Source: an optimization exercise on an open RTL-to-GDS flow (aim: small area, a short achievable clock period and few clock cycles per item). Production flows keep margins and buffers that such runs may drop. Function was checked by simulation only, so behaviour that the tests miss may differ from the original.

==> flow/config.mk <==
export PLATFORM = sky130hd
export DESIGN_NAME = decode_alu_core
export DESIGN_NICKNAME = decode_alu_core
export VERILOG_FILES = /design/flow/design.v
export SDC_FILE = /design/flow/constraint.sdc
export NUM_CORES = 4
export LEC_CHECK = 0
export CAP_MARGIN = 20
export CORE_MARGIN = 2
export CORE_UTILIZATION = 40
export SLEW_MARGIN = 20
==> flow/constraint.sdc <==
create_clock -name core_clock -period 12.5 [get_ports {clk}]
set_input_delay 2.5000 -clock core_clock [delete_from_list [all_inputs] [get_ports {clk}]]
set_output_delay 2.5000 -clock core_clock [all_outputs]
set_load 0.01 [all_outputs]
==> flow/design.v <==
module decode_alu_core (
    input  logic        clk,
    input  logic        rst,
    input  logic [6:0]  opcode,
    input  logic [2:0]  funct3,
    input  logic [6:0]  funct7,
    input  logic        NOP,
    output logic [2:0]  ImmType,
    output logic        B_Zero,
    output logic [1:0]  isPC_select,
    output logic        RegWriteHZ,
    output logic        MemWriteHZ,
    output logic        MemReadHZ,
    output logic        ALUSrcHZ,
    output logic        BranchHZ,
    output logic        JumpHZ,
    output logic        JumpRegHZ,
    output logic [1:0]  ResultSrcHZ,
    output logic [2:0]  ImmTypeHZ,
    output logic [4:0]  ALUControlHZ,
    input  logic [31:0] rdA,
    input  logic [31:0] rdB,
    input  logic [4:0]  ALUControl,
    output logic [31:0] ALUresult,
    output logic        Carry,
    output logic        Zero,
    output logic        mul_done,
    output logic        div_done
);
    localparam logic [4:0] A_ADD = 5'd0, A_SUB = 5'd1, A_AND = 5'd2, A_OR = 5'd3, A_XOR = 5'd4;
    localparam logic [4:0] A_SLL = 5'd5, A_SRL = 5'd6, A_SRA = 5'd7, A_SLT = 5'd8, A_SLTU = 5'd9;
    typedef enum logic [1:0] {IDLE, BUSY, DONE} state_t;
    logic       rw, mw, mr, as, br, jp, jr, bz, kill;
    logic [1:0] rs_sel, pcs;
    logic [2:0] it;
    logic [4:0] ac, fop;
    always_comb begin
        rw = 1'b0; mw = 1'b0; mr = 1'b0; as = 1'b0; br = 1'b0; jp = 1'b0; jr = 1'b0; bz = 1'b0;
        rs_sel = 2'b00; pcs = 2'b00; it = 3'b000; ac = A_ADD; fop = A_ADD;
        case (funct3)
            3'd1: fop = A_SLL;
            3'd2: fop = A_SLT;
            3'd3: fop = A_SLTU;
            3'd4: fop = A_XOR;
            3'd5: fop = A_SRL;
            3'd6: fop = A_OR;
            3'd7: fop = A_AND;
            default: fop = A_ADD;
        endcase
        case (opcode)
            7'b0110011: begin
                rw = 1'b1;
                ac = (funct7 == 7'b0000001) ? {2'b10, funct3} :
                     (funct7[5] && funct3 == 3'd0) ? A_SUB :
                     (funct7[5] && funct3 == 3'd5) ? A_SRA : fop;
            end
            7'b0010011: begin
                rw = 1'b1; as = 1'b1;
                ac = (funct7[5] && funct3 == 3'd5) ? A_SRA : fop;
            end
            7'b0000011: begin rw = 1'b1; as = 1'b1; mr = 1'b1; rs_sel = 2'b01; end
            7'b0100011: begin as = 1'b1; mw = 1'b1; it = 3'b001; end
            7'b1100011: begin
                br = 1'b1; it = 3'b010;
                case (funct3)
                    3'b100: begin ac = A_SLT;  bz = 1'b1; end
                    3'b101: begin ac = A_SLT;  bz = 1'b0; end
                    3'b110: begin ac = A_SLTU; bz = 1'b1; end
                    3'b111: begin ac = A_SLTU; bz = 1'b0; end
                    default: begin ac = A_SUB; bz = funct3[0]; end
                endcase
            end
            7'b1101111: begin rw = 1'b1; jp = 1'b1; it = 3'b100; rs_sel = 2'b10; end
            7'b1100111: begin rw = 1'b1; jr = 1'b1; as = 1'b1; rs_sel = 2'b10; end
            7'b0110111: begin rw = 1'b1; as = 1'b1; it = 3'b011; pcs = 2'b10; end
            7'b0010111: begin rw = 1'b1; as = 1'b1; it = 3'b011; pcs = 2'b01; end
            default: ;
        endcase
    end
    assign kill = rst | NOP;
    assign {ImmType, B_Zero, isPC_select} = rst ? 6'd0 : {it, bz, pcs};
    assign {RegWriteHZ, MemWriteHZ, MemReadHZ, ALUSrcHZ, BranchHZ, JumpHZ,
            JumpRegHZ, ResultSrcHZ, ImmTypeHZ, ALUControlHZ} =
           kill ? 17'd0 : {rw, mw, mr, as, br, jp, jr, rs_sel, it, ac};
    logic [31:0] a, b, alu_res;
    logic        alu_c;
    assign a = rdA;
    assign b = rdB;
    always_comb begin
        alu_res = '0;
        alu_c = 1'b0;
        case (ALUControl)
            A_ADD:  {alu_c, alu_res} = {1'b0, a} + {1'b0, b};
            A_SUB:  begin alu_res = a - b; alu_c = a >= b; end
            A_AND:  alu_res = a & b;
            A_OR:   alu_res = a | b;
            A_XOR:  alu_res = a ^ b;
            A_SLL:  alu_res = a << b[4:0];
            A_SRL:  alu_res = a >> b[4:0];
            A_SRA:  alu_res = $signed(a) >>> b[4:0];
            A_SLT:  alu_res = {31'd0, $signed(a) < $signed(b)};
            A_SLTU: alu_res = {31'd0, a < b};
            default: ;
        endcase
    end
    state_t      state, state_n;
    logic [2:0]  op_q;
    logic [31:0] a_q, b_q, q_q, r_q, am_in, bm, rsub, qv, rv, m_res, res;
    logic [63:0] ma, mb, prod;
    logic [32:0] rs;
    logic [4:0]  cnt;
    logic        m_start, ge;
    assign m_start = ALUControl[4:3] == 2'b10;
    assign ma = {{32{ALUControl[1:0] != 2'b11 && a[31]}}, a};
    assign mb = {{32{ALUControl[1:0] == 2'b01 && b[31]}}, b};
    assign prod = ma * mb;
    assign am_in = (!ALUControl[0] && a[31]) ? -a : a;
    assign bm = (!op_q[0] && b_q[31]) ? -b_q : b_q;
    assign rs = {r_q, q_q[31]};
    assign ge = rs >= {1'b0, bm};
    assign rsub = rs[31:0] - bm;
    assign qv = (b_q == '0) ? '1 : (!op_q[0] && (a_q[31] ^ b_q[31])) ? -q_q : q_q;
    assign rv = (b_q == '0) ? a_q : (!op_q[0] && a_q[31]) ? -r_q : r_q;
    assign m_res = !op_q[2] ? q_q : op_q[1] ? rv : qv;
    always_ff @(posedge clk) begin
        if (rst) state <= IDLE;
        else state <= state_n;
    end
    always_comb begin
        state_n = IDLE;
        case (state)
            IDLE: state_n = m_start ? (ALUControl[2] ? BUSY : DONE) : IDLE;
            BUSY: state_n = !ALUControl[4] ? IDLE : (cnt == 5'd31) ? DONE : BUSY;
            default: state_n = IDLE;
        endcase
    end
    always_ff @(posedge clk) begin
        if (state == IDLE && m_start) begin
            op_q <= ALUControl[2:0];
            a_q <= a;
            b_q <= b;
            q_q <= ALUControl[2] ? am_in : (ALUControl[1:0] == 2'b00 ? prod[31:0] : prod[63:32]);
            r_q <= '0;
            cnt <= '0;
        end else if (state == BUSY) begin
            cnt <= cnt + 5'd1;
            r_q <= ge ? rsub : rs[31:0];
            q_q <= {q_q[30:0], ge};
        end
    end
    assign res = (rst || state == BUSY) ? '0 : (state == DONE) ? m_res : ALUControl[4] ? '0 : alu_res;
    assign ALUresult = res;
    assign Carry = !rst && state == IDLE && alu_c;
    assign Zero = !rst && res == '0;
    assign mul_done = !rst && state == DONE && !op_q[2];
    assign div_done = !rst && state == DONE && op_q[2];
endmodule
==> flow/run.sh <==
#!/bin/bash
# synth_recipe.tcl (not shown) runs the flow's synth.tcl, then flattens the netlist and writes it again
# the make line also repeats each setting of config.mk as NAME=value (left out here)
make -C /OpenROAD-flow-scripts/flow DESIGN_CONFIG=/design/flow/config.mk WORK_HOME=/design/flow/orfs CLKGATE_MAP_FILE= SYNTH_SCRIPT=/design/flow/synth_recipe.tcl finish
==> results.txt <==
share of layout cells above drive strength 1 around 7.3%; Ys Warns 1; fin nets just under 9000; Place WS 0.603 ns; Worst Reg2Reg Path Length in Cells 18; worst slew pin tran approximately 1.2 ns; CTS tree built; Period minus WS final 11.60 ns; Max Cap Viol 0; max incr delay on CP a little under 1 ns; outcome timing/DRC/antenna clean; mux cell area share after synthesis between 3 and 4%; Synth Register Bits 138; critical path startpoint category primary input; Cells after Synth between 7000 and 8000; root buf cell clkbuf_16; Area Growth Syn to Fin 8.42%; CTS max path bufs 2; max_slew headroom between 10% and 20%; routability cong. roughly 1.1; share of the synthesized area in the top cell type between 30% and 40%; busiest layer in global routing met2; DR vias/cell 6.07; met1 GRT Util between 50% and 60%; worst hold path class flop to flop; Synth Area in Compound Gates between 10% and 20%; met3 GRT Util a little over a tenth; total wire length between 200000 and 300000 um; Seq/Total Area, Yosys approximately 6.4%; Synth area leaders fa_1 (39%), inv_1 (8.6%), ha_1 (7.4%); Post-Synth Simple-Gate Area about 16%; f_max between 80 and 90 MHz; Via Count between 50000 and 60000; Crit Reg-Reg Endpoint r_q[28]; Post-DP Area 62600 um^2; setup TNS 0 ns; Critical Path Fanout Max 16; Worst Hold Launch cnt[4]; post-layout instance area between 60000 and 70000 um^2; PnR worst setup slack between 0.8 and 0.9 ns; R2R Path Start b_q[2]; vias in the first global route approximately 54000; Core Rows 140; initial antenna violation count 25; Worst Skew ~0.025 ns; XOR/XNOR Fraction of Synth Area 3.06%; overall die height 386 um; Resized Gates After CTS 0; clk slew on worst S/H paths ~0.07 ns; # DRC 0; Initial Util between 40% and 50%; CP cell instances buf_2 > inv_2 > ha_1 > nor2b_1 > o211ai_1 > a21oi_1 > a211oi_1 > buf_4 > o22ai_1 > a2111oi_1 > buf_4 > o211ai_1 > or4b_1 > nor4b_2 > nand4b_1 > nor3_2 > clkdlybuf4s50_1; Async SR Flop Fraction 0%; main combinational cell family by area after synthesis adder cells; Post-synth EDFFs between 90 and 100; wire length per cell around 32 um; Die W 386 um; Worst Path Required approximately 10 ns; GRT overflow 0; Clk Latency, worst-skew pair about 0.48 ns; GRT Total Usage between 30% and 40%; final-report setup violation count 0; drt pass-1 iters 7; Synth Net Count 8610; Critical Path Slowest Stage Cell a211oi_1; hold-fix buffers at CTS 0; DP Wirelength between 200000 and 250000 um; Num CTS Buffers 17; Post-synth top flop edfxtp_1; Netlist Area Pre-Place between 50000 and 60000 um^2; Iter 0 DRT Violations 6304; Clock Sinks around 140; H-tree depth 4; Die Footprint 149000 um^2; Slew Limit Fails 0; number of fill cells 14600; hold depth 2; num ports 148; Crit Path Class primary input to primary output; post-synth top area cell fa_1; Distinct cells, synth 106; Syn Area/Cell approximately 8.3 um^2; Critical Path AT 9.10 ns; grt met2 use 56.7%; flop-to-flop setup slack roughly 6.5 ns; I/O Buffers approximately 150; unrepaired setup endpoints after global routing false; first-pass GRT wire length 410000 um; Post-CTS Setup Inserts 0; Final Hold Vio Count 0; hold-critical path endpoint cnt[4]; Core Box Area about 150000 um^2; Final period util between 90% and 100%; Critical Path End Type primary output; Detail Route Antenna Nets 0; area share of fa/ha/maj cells after synthesis between 40% and 50%; largest net degree at the start of global routing 86
critical path, delay by kind of cell:
family / cells / cell delay [ns]
AO/OA/AOI/OAI: 6 / 2.33
AND/OR/NAND/NOR: 5 / 1.25
adder cells (fa/ha/maj): 1 / 0.73
buffers and inverters: 5 / 2.26
area by class of cell:
class,count,area [um^2],area share [%]
Tap cell,1917,2400,3.79
Multi-Input combinational cell,5128,47900,75.6
Sequential cell,138,3750,5.93
Antenna cell,10,25.0,0.0395
Clock buffer,20,457,0.721
Clock inverter,12,163,0.257
Timing Repair Buffer,439,3560,5.62
Inverter,1355,5090,8.04
flip-flops by register name, indices dropped and copies added (netlist names):
signal	flops
cnt	5
op_q	3
b_q	32
q_q	32
state	2
a_q	32
r_q	32
through the flow:
stage	cells	hold slack [ns]	utilization (%)
2_1_floorplan	7046	0.438	-
6_report	9019	0.469	43.6
4_1_cts	9009	0.469	43.6
5_1_grt	9009	0.510	43.6
3_3_place_gp	8977	0.445	43.1
3_5_place_dp	8977	0.458	43.1
cells in the mapped netlist, types with 66 or more instances:
cell,number
ha_1,347
nor3_1,117
a31oi_1,67
mux2i_1,66
nand3_1,81
fa_1,1128
clkbuf_1,286
inv_1,1335
buf_1,76
o211ai_1,73
xnor2_1,141
nand2_1,1048
o21ai_0,244
a21o_1,67
nor2_1,587
a21oi_1,290
edfxtp_1,99
cell usage in the layout, fill, tap and decap left out, types with 18 or more instances in the layout:
master,count
a211oi_1,48
a21o_1,67
a21oi_1,290
a221oi_1,23
a22oi_1,20
a31oi_1,67
and2_1,20
and3_1,27
buf_2,47
buf_4,284
clkdlybuf4s50_1,97
dfxtp_1,39
edfxtp_1,99
fa_1,1128
ha_1,347
inv_1,1333
mux2i_1,66
mux4_2,56
nand2_1,1048
nand2b_1,38
nand3_1,81
nand4_1,36
nor2_1,583
nor2b_1,27
nor3_1,116
nor4_1,40
o2111ai_1,18
o211ai_1,73
o21a_1,34
o21ai_0,244
o21bai_1,20
o22ai_1,34
o31ai_1,33
or3_1,35
xnor2_1,140
xor2_1,62
layer usage:
metal	routed length (um)	up-vias
met5	132	-
met4	19900	22
met3	32300	738
met2	122000	3350
met1	115000	28100
li1	-	22600
logic make-up after synthesis:
group / Yosys count
and+or+nand+nor: 2152
buffers and inverters: 1780
adders and majority gates: 1475
AOI/OAI and AO/OA: 1160
xor gates and xnor gates: 204
DFF: 138
muxes: 137
how the worst max path moves through the flow:
stage	start	endpoint	slack (ns)
floorplan	rdB[1]	q_q[31]	1.06
global placement	rdB[19]	q_q[30]	0.58
detailed placement	rdB[19]	q_q[30]	0.60
CTS	rdB[19]	q_q[30]	1.07
global route	rdB[19]	q_q[30]	0.70
finish	rdA[8]	Zero	0.90
Testbench counts, summed over its fixed seeds: cycles 90,423, instrs 24,000.

## separate check: timing with driven ports
The flow's constraints put no driver on any port. The routed layout listed below was extracted and timed again, unchanged, in two steps.
Step 1: set_driving_cell puts a clkbuf_16 on clk and a buf_2 on each other input, an assumption about the parent block.
Step 2 times the ports against the registers' clock, not the clock port: input delays grow and output delays shrink by t, the midpoint of the rising clock arrivals with the driver on.
a / b / c = ideal / step 1 / step 2; a / b = the first two.
t (ns): 0.519
slack for setup (ns): 0.898 / 0.868 / 0.449
hold slack, ns: 0.469 / 0.469 / 0.469
clock arrival spread, ns: 0.025 / 0.026
After both steps setup and hold are still met in this run. For this run, drivers alone change the setup slack by -0.030 ns; drivers and shift together by -0.449 ns.
